Background: an optimization exercise with open tools, aiming at small area, a short achievable clock period and few clock cycles. Do not read the settings as production practice.
At most, simulation tests tie the RTL to the original design; equivalence was not proved.
Power is estimated from default activity; no workload was simulated.

==> umber <==
==> flow/design.v <==
`default_nettype none
package gdfs_pkg;
   localparam int MAX_VERTICES = 16;
   localparam int MAX_DEGREE   = 8;
   localparam int OP_W     = 2;
   localparam int VERTEX_W = $clog2(MAX_VERTICES);
   localparam int SLOT_W   = $clog2(MAX_DEGREE);
   localparam int DEG_W    = $clog2(MAX_DEGREE + 1);
   localparam int DEPTH_W  = $clog2(MAX_VERTICES + 1);
   localparam int CFG_W    = 5;
   localparam int STATUS_W = 2;
   localparam int ADJ_AW   = VERTEX_W + SLOT_W;
   localparam int ADJ_DEPTH = MAX_VERTICES * MAX_DEGREE;
   localparam logic [CFG_W-1:0] VCOUNT_RESET = CFG_W'(16);
   localparam logic [OP_W-1:0] OP_CLEAR = 2'd0;
   localparam logic [OP_W-1:0] OP_ADD   = 2'd1;
   localparam logic [OP_W-1:0] OP_TRAV  = 2'd2;
   localparam logic [OP_W-1:0] OP_PATH  = 2'd3;
   localparam logic [STATUS_W-1:0] ST_OK      = 2'd0;
   localparam logic [STATUS_W-1:0] ST_NO_PATH = 2'd1;
   localparam logic [STATUS_W-1:0] ST_RANGE   = 2'd2;
   localparam logic [STATUS_W-1:0] ST_FULL    = 2'd3;
   typedef struct packed {
      logic                latch_req;
      logic                clear_deg;
      logic                load_da;
      logic                load_db;
      logic                edge_wr1;
      logic                edge_wr2;
      logic                start;
      logic                fetch;
      logic                pop;
      logic                push;
      logic                out_load;
      logic                out_status_only;
      logic [STATUS_W-1:0] out_status;
   } gdfs_cmd_type;
   typedef struct packed {
      logic [OP_W-1:0] opcode;
      logic            a_ok;
      logic            b_ok;
      logic            edge_full;
      logic            start_is_target;
      logic            stack_empty;
      logic            has_next;
      logic            nb_new;
      logic            nb_is_target;
      logic            emit_last;
      logic            out_free;
   } gdfs_stat_type;
endpackage
`default_nettype wire
`default_nettype none
module gdfs_ram (
   input  wire logic         clock,
   input  wire logic [15:0]  wr_en,      
   input  wire logic [63:0]  wr_data,    
   input  wire logic [15:0]  rd_sel,     
   output      logic [31:0]  rd_list
);
   logic [31:0] mem_ff [16];
   always_ff @(posedge clock) begin
      for (int u = 0; u < 16; u++) begin
         if (wr_en[u]) begin
            mem_ff[u] <= {mem_ff[u][27:0], wr_data[u*4 +: 4]};
         end
      end
   end
   always_comb begin
      rd_list = '0;
      for (int u = 0; u < 16; u++) begin
         rd_list = rd_list | ({32{rd_sel[u]}} & mem_ff[u]);
      end
   end
endmodule
`default_nettype wire
`default_nettype none
import gdfs_pkg::*;
module graph_depth_first_search_core (
   input  wire logic                clock,
   input  wire logic                reset,
   input  wire logic                req_valid,
   output      logic                req_ready,
   input  wire logic [OP_W-1:0]     req_opcode,
   input  wire logic [VERTEX_W-1:0] req_vertex_a,
   input  wire logic [VERTEX_W-1:0] req_vertex_b,
   output      logic                rsp_valid,
   input  wire logic                rsp_ready,
   output      logic [VERTEX_W-1:0] rsp_vertex_out,
   output      logic                rsp_last_of_run,
   output      logic [STATUS_W-1:0] rsp_status,
   input  wire logic                csr_valid,
   output      logic                csr_ready,
   input  wire logic [CFG_W-1:0]    csr_vertex_count
);
   localparam logic [1:0] E_IDLE = 2'd0;
   localparam logic [1:0] E_ONE  = 2'd1;
   localparam logic [1:0] E_WALK = 2'd2;
   logic [CFG_W-1:0] vcount_ff;
   always_ff @(posedge clock) begin
      if (reset) begin
         vcount_ff <= VCOUNT_RESET;
      end else if (csr_valid) begin
         vcount_ff <= csr_vertex_count;
      end
   end
   assign csr_ready = 1'b1;
   logic       qv_ff;
   logic [1:0] qop_ff;
   logic [3:0] qa_ff;
   logic [3:0] qb_ff;
   logic       req_fire;
   logic       take;
   assign req_ready = !qv_ff;
   assign req_fire  = req_valid && !qv_ff;
   always_ff @(posedge clock) begin
      if (reset) begin
         qv_ff <= 1'b0;
      end else if (take) begin
         qv_ff <= 1'b0;
      end else if (req_fire) begin
         qv_ff <= 1'b1;
      end
   end
   always_ff @(posedge clock) begin
      if (req_fire) begin
         qop_ff <= req_opcode;
         qa_ff  <= req_vertex_a;
         qb_ff  <= req_vertex_b;
      end
   end
   logic [1:0] nop;
   logic [3:0] na;
   logic [3:0] nb;
   logic       na_ok;
   logic       nb_ok;
   logic       n_walk;
   assign nop    = qv_ff ? qop_ff : req_opcode;
   assign na     = qv_ff ? qa_ff : req_vertex_a;
   assign nb     = qv_ff ? qb_ff : req_vertex_b;
   assign na_ok  = vcount_ff[4] || (na < vcount_ff[3:0]);
   assign nb_ok  = vcount_ff[4] || (nb < vcount_ff[3:0]);
   assign n_walk = na_ok && ((nop == OP_TRAV) || (nop == OP_PATH && nb_ok && na != nb));
   logic [1:0]  est_ff;
   logic [1:0]  cop_ff;
   logic [3:0]  ca_ff;
   logic [3:0]  cb_ff;
   logic        cok_ff;        
   logic        half_ff;       
   logic [3:0]  deg_ff [16];
   logic [15:0] vis_ff;
   logic [3:0]  stk_ff [16];
   logic [15:0] live_ff;
   logic [15:0] curv_oh;       
   logic [3:0]  pend_ff;       
   logic        em_ff;
   logic        pv_ff;
   logic [6:0]  ptok_ff;
   logic        pem_ff;        
   logic [3:0]  petop_ff;
   logic [3:0]  e_ff;          
   logic [3:0]  etop_ff;       
   logic       hv_ff;
   logic [6:0] h_ff;
   logic       oadv;
   assign oadv = !hv_ff || rsp_ready;
   logic [15:0] wr_en;
   logic [63:0] wr_data;
   logic [31:0] row;
   gdfs_ram u_adj (
      .clock   (clock),
      .wr_en   (wr_en),
      .wr_data (wr_data),
      .rd_sel  (curv_oh),
      .rd_list (row)
   );
   logic go;
   logic [15:0] a_oh;
   logic [15:0] b_oh;
   logic [15:0] d_full;        
   logic [15:0] d_ge7;         
   logic [15:0] d_zero;
   logic [15:0] d_gt1;
   logic        self_loop;
   logic        add_full;
   logic        add_do;
   logic        clr_do;
   always_comb begin
      for (int u = 0; u < 16; u++) begin
         a_oh[u]   = (ca_ff == 4'(u));
         b_oh[u]   = (cb_ff == 4'(u));
         d_full[u] = deg_ff[u][3];
         d_ge7[u]  = deg_ff[u][3] || (deg_ff[u][2:0] == 3'd7);
         d_zero[u] = (deg_ff[u] == 4'd0);
         d_gt1[u]  = (deg_ff[u] > 4'd1);
      end
   end
   assign self_loop = (ca_ff == cb_ff);
   assign add_full  = !half_ff && (self_loop ? |(a_oh & d_ge7) : |((a_oh | b_oh) & d_full));
   assign add_do    = go && (est_ff == E_ONE) && (cop_ff == OP_ADD) && cok_ff && !add_full;
   assign clr_do    = go && (est_ff == E_ONE) && (cop_ff == OP_CLEAR);
   always_comb begin
      for (int u = 0; u < 16; u++) begin
         wr_data[u*4 +: 4] = a_oh[u] ? cb_ff : ca_ff;
         wr_en[u]          = add_do && (a_oh[u] || b_oh[u]);
      end
   end
   always_ff @(posedge clock) begin
      for (int u = 0; u < 16; u++) begin
         if (reset || clr_do) begin
            deg_ff[u] <= 4'd0;
         end else if (wr_en[u]) begin
            deg_ff[u] <= deg_ff[u] + 4'd1;
         end
      end
   end
   always_ff @(posedge clock) begin
      if (take) begin
         half_ff <= 1'b0;
      end else if (add_do) begin
         half_ff <= 1'b1;
      end
   end
   logic [3:0]  dv;
   logic [7:0]  unv;
   logic [7:0]  sel;
   logic [7:0]  nbr_tgt;
   logic [7:0]  nbr_w;
   logic [7:0]  nbr_gt1;
   logic [3:0]  w;
   logic [15:0] w_oh;
   logic        push;
   logic        w_live;
   logic        v_live;
   logic        found;
   logic [15:0] jh;            
   logic [15:0] live_rest;     
   logic [3:0]  jpos;          
   logic [3:0]  stk_j2;        
   logic        any_live;
   logic        b_isolated;
   always_comb begin
      dv = '0;
      for (int u = 0; u < 16; u++) begin
         dv = dv | ({4{curv_oh[u]}} & deg_ff[u]);
      end
   end
   always_comb begin
      for (int k = 0; k < 8; k++) begin
         unv[k]     = (4'(k) < dv) && !vis_ff[row[k*4 +: 4]];
         nbr_tgt[k] = (row[k*4 +: 4] == cb_ff);
      end
      for (int k = 0; k < 8; k++) begin
         sel[k] = unv[k] && ((unv >> (k + 1)) == 8'd0);
      end
      w = '0;
      for (int k = 0; k < 8; k++) begin
         w = w | ({4{sel[k]}} & row[k*4 +: 4]);
      end
      for (int k = 0; k < 8; k++) begin
         nbr_w[k] = (row[k*4 +: 4] == w);
      end
      w_oh = '0;
      for (int k = 0; k < 8; k++) begin
         w_oh = w_oh | ({16{sel[k]}} & (16'(1) << row[k*4 +: 4]));
         nbr_gt1[k] = d_gt1[row[k*4 +: 4]];
      end
   end
   assign push   = |unv;
   assign v_live = |(unv & ~nbr_w);
   assign w_live = |(sel & nbr_gt1);
   assign found  = (cop_ff == OP_PATH) && |(sel & nbr_tgt);
   always_comb begin
      jh   = '0;
      jpos = '0;
      for (int i = 0; i < 16; i++) begin
         if (live_ff[i]) begin
            jh   = 16'(1) << i;
            jpos = 4'(i + 1);
         end
      end
      live_rest = live_ff & ~jh;
      stk_j2    = '0;
      for (int i = 0; i < 16; i++) begin
         if (live_rest[i]) begin
            stk_j2 = stk_ff[i];
         end
      end
   end
   assign any_live   = |live_ff;
   assign b_isolated = (cop_ff == OP_PATH) && |(b_oh & d_zero);
   logic       fin;            
   logic       eng_v;
   logic [3:0] eng_vx;
   logic       eng_last;
   logic [1:0] eng_st;
   logic       walk_end;
   assign walk_end = !any_live || b_isolated || ((vis_ff | d_zero) == 16'hffff) ||
                     (!push && (live_rest == '0));
   always_comb begin
      fin      = 1'b0;
      eng_v    = 1'b0;
      eng_vx   = '0;
      eng_last = 1'b1;
      eng_st   = ST_OK;
      case (est_ff)
         E_ONE: begin
            fin   = (cop_ff != OP_ADD) || !cok_ff || add_full || !self_loop || half_ff;
            eng_v = fin;
            if (!cok_ff) begin
               eng_st = ST_RANGE;
            end else if (cop_ff == OP_ADD && add_full) begin
               eng_st = ST_FULL;
            end else if (cop_ff == OP_PATH) begin
               eng_vx = ca_ff;
            end
         end
         E_WALK: begin
            if (walk_end) begin
               fin   = 1'b1;
               eng_v = 1'b1;
               if (cop_ff == OP_PATH) begin
                  eng_st = ST_NO_PATH;
               end else begin
                  eng_vx = pend_ff;
               end
            end else if (push) begin
               if (cop_ff == OP_TRAV) begin
                  eng_v    = 1'b1;
                  eng_vx   = pend_ff;
                  eng_last = 1'b0;
               end else if (found) begin
                  fin      = 1'b1;
                  eng_v    = 1'b1;
                  eng_vx   = stk_ff[0];
                  eng_last = 1'b0;
               end
            end
         end
         default: begin
            fin = 1'b1;
         end
      endcase
   end
   assign go   = oadv && !pv_ff;
   assign take = go && fin && (qv_ff || req_valid);
   always_ff @(posedge clock) begin
      if (reset) begin
         est_ff <= E_IDLE;
      end else if (go && fin) begin
         est_ff <= take ? (n_walk ? E_WALK : E_ONE) : E_IDLE;
      end
   end
   always_ff @(posedge clock) begin
      if (take) begin
         cop_ff <= nop;
         ca_ff  <= na;
         cb_ff  <= nb;
         cok_ff <= (nop == OP_CLEAR) || (na_ok && (nb_ok || nop == OP_TRAV));
      end
   end
   always_ff @(posedge clock) begin
      if (take) begin
         vis_ff    <= 16'(1) << na;
         live_ff   <= 16'd1;
         curv_oh   <= 16'(1) << na;
         pend_ff   <= na;
      end else if (go && est_ff == E_WALK) begin
         if (push) begin
            vis_ff  <= vis_ff | w_oh;
            pend_ff <= w;
            for (int i = 0; i < 16; i++) begin
               if (jh[i]) begin
                  live_ff[i] <= v_live;
               end
               if (i > 0 && jh[i-1]) begin
                  live_ff[i] <= w_live;
               end
            end
            curv_oh <= w_live ? w_oh : (v_live ? curv_oh : (16'(1) << stk_j2));
         end else begin
            live_ff <= live_rest;
            curv_oh <= 16'(1) << stk_j2;
         end
      end
   end
   always_ff @(posedge clock) begin
      if (take) begin
         stk_ff[0] <= na;
      end
      if (go && est_ff == E_WALK && push) begin
         for (int i = 1; i < 16; i++) begin
            if (jh[i-1]) begin
               stk_ff[i] <= w;
            end
         end
      end
   end
   logic       em_last;
   logic [3:0] em_vx;
   logic       found_evt;
   assign em_vx     = stk_ff[e_ff];
   assign em_last   = (e_ff == etop_ff);
   assign found_evt = go && (est_ff == E_WALK) && !walk_end && push && found;
   always_ff @(posedge clock) begin
      if (reset) begin
         em_ff <= 1'b0;
         pv_ff <= 1'b0;
      end else if (oadv) begin
         if (em_ff) begin
            e_ff <= e_ff + 4'd1;
            if (em_last) begin
               em_ff <= 1'b0;
            end
            if (go && eng_v) begin
               pv_ff <= 1'b1;
            end
         end else if (pv_ff) begin
            pv_ff <= 1'b0;
            if (pem_ff) begin
               em_ff   <= 1'b1;
               e_ff    <= 4'd1;
               etop_ff <= petop_ff;
            end
         end else if (found_evt) begin
            em_ff   <= 1'b1;
            e_ff    <= 4'd1;
            etop_ff <= jpos;
         end
      end
   end
   always_ff @(posedge clock) begin
      if (em_ff && go && eng_v) begin
         ptok_ff  <= {eng_vx, eng_last, eng_st};
         pem_ff   <= found_evt;
         petop_ff <= jpos;
      end
   end
   logic       tok_v;
   logic [6:0] tok;
   assign tok_v = em_ff || pv_ff || (go && eng_v);
   assign tok   = em_ff ? {em_vx, em_last, ST_OK} :
                  pv_ff ? ptok_ff : {eng_vx, eng_last, eng_st};
   always_ff @(posedge clock) begin
      if (reset) begin
         hv_ff <= 1'b0;
      end else if (oadv) begin
         hv_ff <= tok_v;
      end
   end
   always_ff @(posedge clock) begin
      if (oadv) begin
         h_ff <= tok;
      end
   end
   assign rsp_valid       = hv_ff;
   assign rsp_vertex_out  = h_ff[6:3];
   assign rsp_last_of_run = h_ff[2];
   assign rsp_status      = h_ff[1:0];
endmodule
`default_nettype wire
==> flow/run.sh <==
#!/bin/bash
# synth_recipe.tcl (not shown) runs the flow's synth.tcl, then flattens the netlist and writes it again
# the make line also repeats each setting of config.mk as NAME=value (left out here)
make -C /OpenROAD-flow-scripts/flow DESIGN_CONFIG=/design/flow/config.mk WORK_HOME=/design/flow/orfs CLKGATE_MAP_FILE= SYNTH_SCRIPT=/design/flow/synth_recipe.tcl finish
==> flow/config.mk <==
export PLATFORM = sky130hd
export DESIGN_NAME = graph_depth_first_search_core
export DESIGN_NICKNAME = graph_depth_first_search_core
export VERILOG_FILES = /design/flow/design.v
export SDC_FILE = /design/flow/constraint.sdc
export NUM_CORES = 4
export LEC_CHECK = 0
export ABC_AREA = 1
export CAP_MARGIN = 20
export CORE_MARGIN = 2
export CORE_UTILIZATION = 40
export CTS_CLUSTER_DIAMETER = 100
export CTS_CLUSTER_SIZE = 30
export SETUP_SLACK_MARGIN = 5
export SLEW_MARGIN = 20
export TNS_END_PERCENT = 100
==> flow/constraint.sdc <==
create_clock -name core_clock -period 10.0 [get_ports {clock}]
set_input_delay 2.0000 -clock core_clock [delete_from_list [all_inputs] [get_ports {clock}]]
set_output_delay 2.0000 -clock core_clock [all_outputs]
set_load 0.01 [all_outputs]
==> ember: changes against umber <==
--- a/flow/design.v
+++ b/flow/design.v
@@ -156,6 +156,2 @@
    logic        em_ff;
-   logic        pv_ff;
-   logic [6:0]  ptok_ff;
-   logic        pem_ff;        
-   logic [3:0]  petop_ff;
    logic [3:0]  e_ff;          
@@ -163,5 +159,5 @@
    logic       hv_ff;
+   logic       tv_ff;
    logic [6:0] h_ff;
-   logic       oadv;
-   assign oadv = !hv_ff || rsp_ready;
+   logic [6:0] t_ff;
    logic [15:0] wr_en;
@@ -228,3 +224,2 @@
    logic [7:0]  nbr_w;
-   logic [7:0]  nbr_gt1;
    logic [3:0]  w;
@@ -262,6 +257,4 @@
       end
-      w_oh = '0;
-      for (int k = 0; k < 8; k++) begin
-         w_oh = w_oh | ({16{sel[k]}} & (16'(1) << row[k*4 +: 4]));
-         nbr_gt1[k] = d_gt1[row[k*4 +: 4]];
+      for (int u = 0; u < 16; u++) begin
+         w_oh[u] = (w == 4'(u));
       end
@@ -270,3 +263,3 @@
    assign v_live = |(unv & ~nbr_w);
-   assign w_live = |(sel & nbr_gt1);
+   assign w_live = |(w_oh & d_gt1);
    assign found  = (cop_ff == OP_PATH) && |(sel & nbr_tgt);
@@ -297,4 +290,3 @@
    logic       walk_end;
-   assign walk_end = !any_live || b_isolated || ((vis_ff | d_zero) == 16'hffff) ||
-                     (!push && (live_rest == '0));
+   assign walk_end = !any_live || b_isolated || (!push && (live_rest == '0));
    always_comb begin
@@ -344,3 +336,3 @@
    end
-   assign go   = oadv && !pv_ff;
+   assign go   = !tv_ff && !(em_ff && eng_v);
    assign take = go && fin && (qv_ff || req_valid);
@@ -400,6 +392,4 @@
    logic [3:0] em_vx;
-   logic       found_evt;
-   assign em_vx     = stk_ff[e_ff];
-   assign em_last   = (e_ff == etop_ff);
-   assign found_evt = go && (est_ff == E_WALK) && !walk_end && push && found;
+   assign em_vx   = stk_ff[e_ff];
+   assign em_last = (e_ff == etop_ff);
    always_ff @(posedge clock) begin
@@ -407,4 +397,3 @@
          em_ff <= 1'b0;
-         pv_ff <= 1'b0;
-      end else if (oadv) begin
+      end else if (!tv_ff) begin
          if (em_ff) begin
@@ -414,13 +403,3 @@
             end
-            if (go && eng_v) begin
-               pv_ff <= 1'b1;
-            end
-         end else if (pv_ff) begin
-            pv_ff <= 1'b0;
-            if (pem_ff) begin
-               em_ff   <= 1'b1;
-               e_ff    <= 4'd1;
-               etop_ff <= petop_ff;
-            end
-         end else if (found_evt) begin
+         end else if (go && est_ff == E_WALK && !walk_end && push && found) begin
             em_ff   <= 1'b1;
@@ -431,14 +410,8 @@
    end
-   always_ff @(posedge clock) begin
-      if (em_ff && go && eng_v) begin
-         ptok_ff  <= {eng_vx, eng_last, eng_st};
-         pem_ff   <= found_evt;
-         petop_ff <= jpos;
-      end
-   end
    logic       tok_v;
    logic [6:0] tok;
-   assign tok_v = em_ff || pv_ff || (go && eng_v);
-   assign tok   = em_ff ? {em_vx, em_last, ST_OK} :
-                  pv_ff ? ptok_ff : {eng_vx, eng_last, eng_st};
+   logic       pop;
+   assign tok_v = !tv_ff && (em_ff || eng_v);
+   assign tok   = em_ff ? {em_vx, em_last, ST_OK} : {eng_vx, eng_last, eng_st};
+   assign pop   = hv_ff && rsp_ready;
    always_ff @(posedge clock) begin
@@ -446,4 +419,15 @@
          hv_ff <= 1'b0;
-      end else if (oadv) begin
-         hv_ff <= tok_v;
+         tv_ff <= 1'b0;
+      end else begin
+         if (pop) begin
+            if (tv_ff) begin
+               tv_ff <= 1'b0;
+            end else begin
+               hv_ff <= tok_v;
+            end
+         end else if (!hv_ff) begin
+            hv_ff <= tok_v;
+         end else if (tok_v) begin
+            tv_ff <= 1'b1;
+         end
       end
@@ -451,5 +435,10 @@
    always_ff @(posedge clock) begin
-      if (oadv) begin
+      if (pop) begin
+         h_ff <= tv_ff ? t_ff : tok;
+      end else if (!hv_ff) begin
          h_ff <= tok;
       end
+      if (!pop && hv_ff && tok_v) begin
+         t_ff <= tok;
+      end
    end
ABC_AREA = not set   (was 1)
CORE_UTILIZATION = 55   (was 40)
CTS_CLUSTER_DIAMETER = not set   (was 100)
CTS_CLUSTER_SIZE = not set   (was 30)
SETUP_SLACK_MARGIN = 3.5   (was 5)
==> results by group <==
Clocking
  – Setup bufs post-CTS: 23

Logic synthesis
  – Post-synthesis cell type count: 66

Power
  – Total power draw: 8220 µW

Worst setup path
  – Worst-path cell chain: nor2_1 -> inv_1 -> nor2_1 -> inv_1 -> o21ai_0 -> inv_1 -> o22ai_1 -> nor4_1 -> nand2_1 -> o21ai_1 -> nand3_1 -> nor2_1 -> inv_1 -> buf_4 -> nor2_4 -> buf_4
  – Critical Path RT: 10.23 ns

Outcome
  – Outcome: timing/DRC/antenna clean
the above is filed under umber

==> results by group <==
Logic synthesis
  – Synth Warn #: 6
  – Post-synthesis cell type count: 101

Clocking
  – Clock root buffer: clkbuf_16

Worst setup path
  – Critical Path RT: 10.42 ns
  – Cell family with the largest share of critical-path delay: compound AO/OA/AOI/OAI gates

Power
  – Total power draw: 7660 µW

Outcome
  – Outcome: timing/DRC/antenna clean
the above is filed under ember

Testbench counts of umber, summed over its fixed seeds: cycles 12,069.
The RTL of ember was laid out without a check of its function.

static timing again, ports no longer ideal:
How much do the figures lean on ideal ports? The routed layouts below were timed once more, with nothing changed but the port constraints. Step 1 sets driving cells, clkbuf_16 on the clock port and buf_2 on the other inputs (assumed; they add their load-dependent delay and slew). Step 2 moves the port delays by t, midway between the first and last clock arrival at a register: inputs arrive t later, outputs are due t later. That takes back most of the time a late clock gives input paths. a / b / c = no drivers / after step 1 / after step 2; a / b = the first two.
| run | shift t [ns] | setup slack, ns | worst setup path after step 2 | worst register clock-pin slew, ns | worst data-port slew with drivers (ns) |
|---|---|---|---|---|---|
| umber | 0.660 | 5.105 / 5.105 / 4.636 | input to register | 0.12 / 0.12 | 0.03 |
| ember | 0.703 | 3.678 / 3.678 / 3.678 | register to register | 0.07 / 0.07 | 0.04 |
After both steps setup and hold are still met in every run listed. The setup slack of umber, which loses most, moves by 0.000 ns with the drivers and by -0.469 ns with both steps.
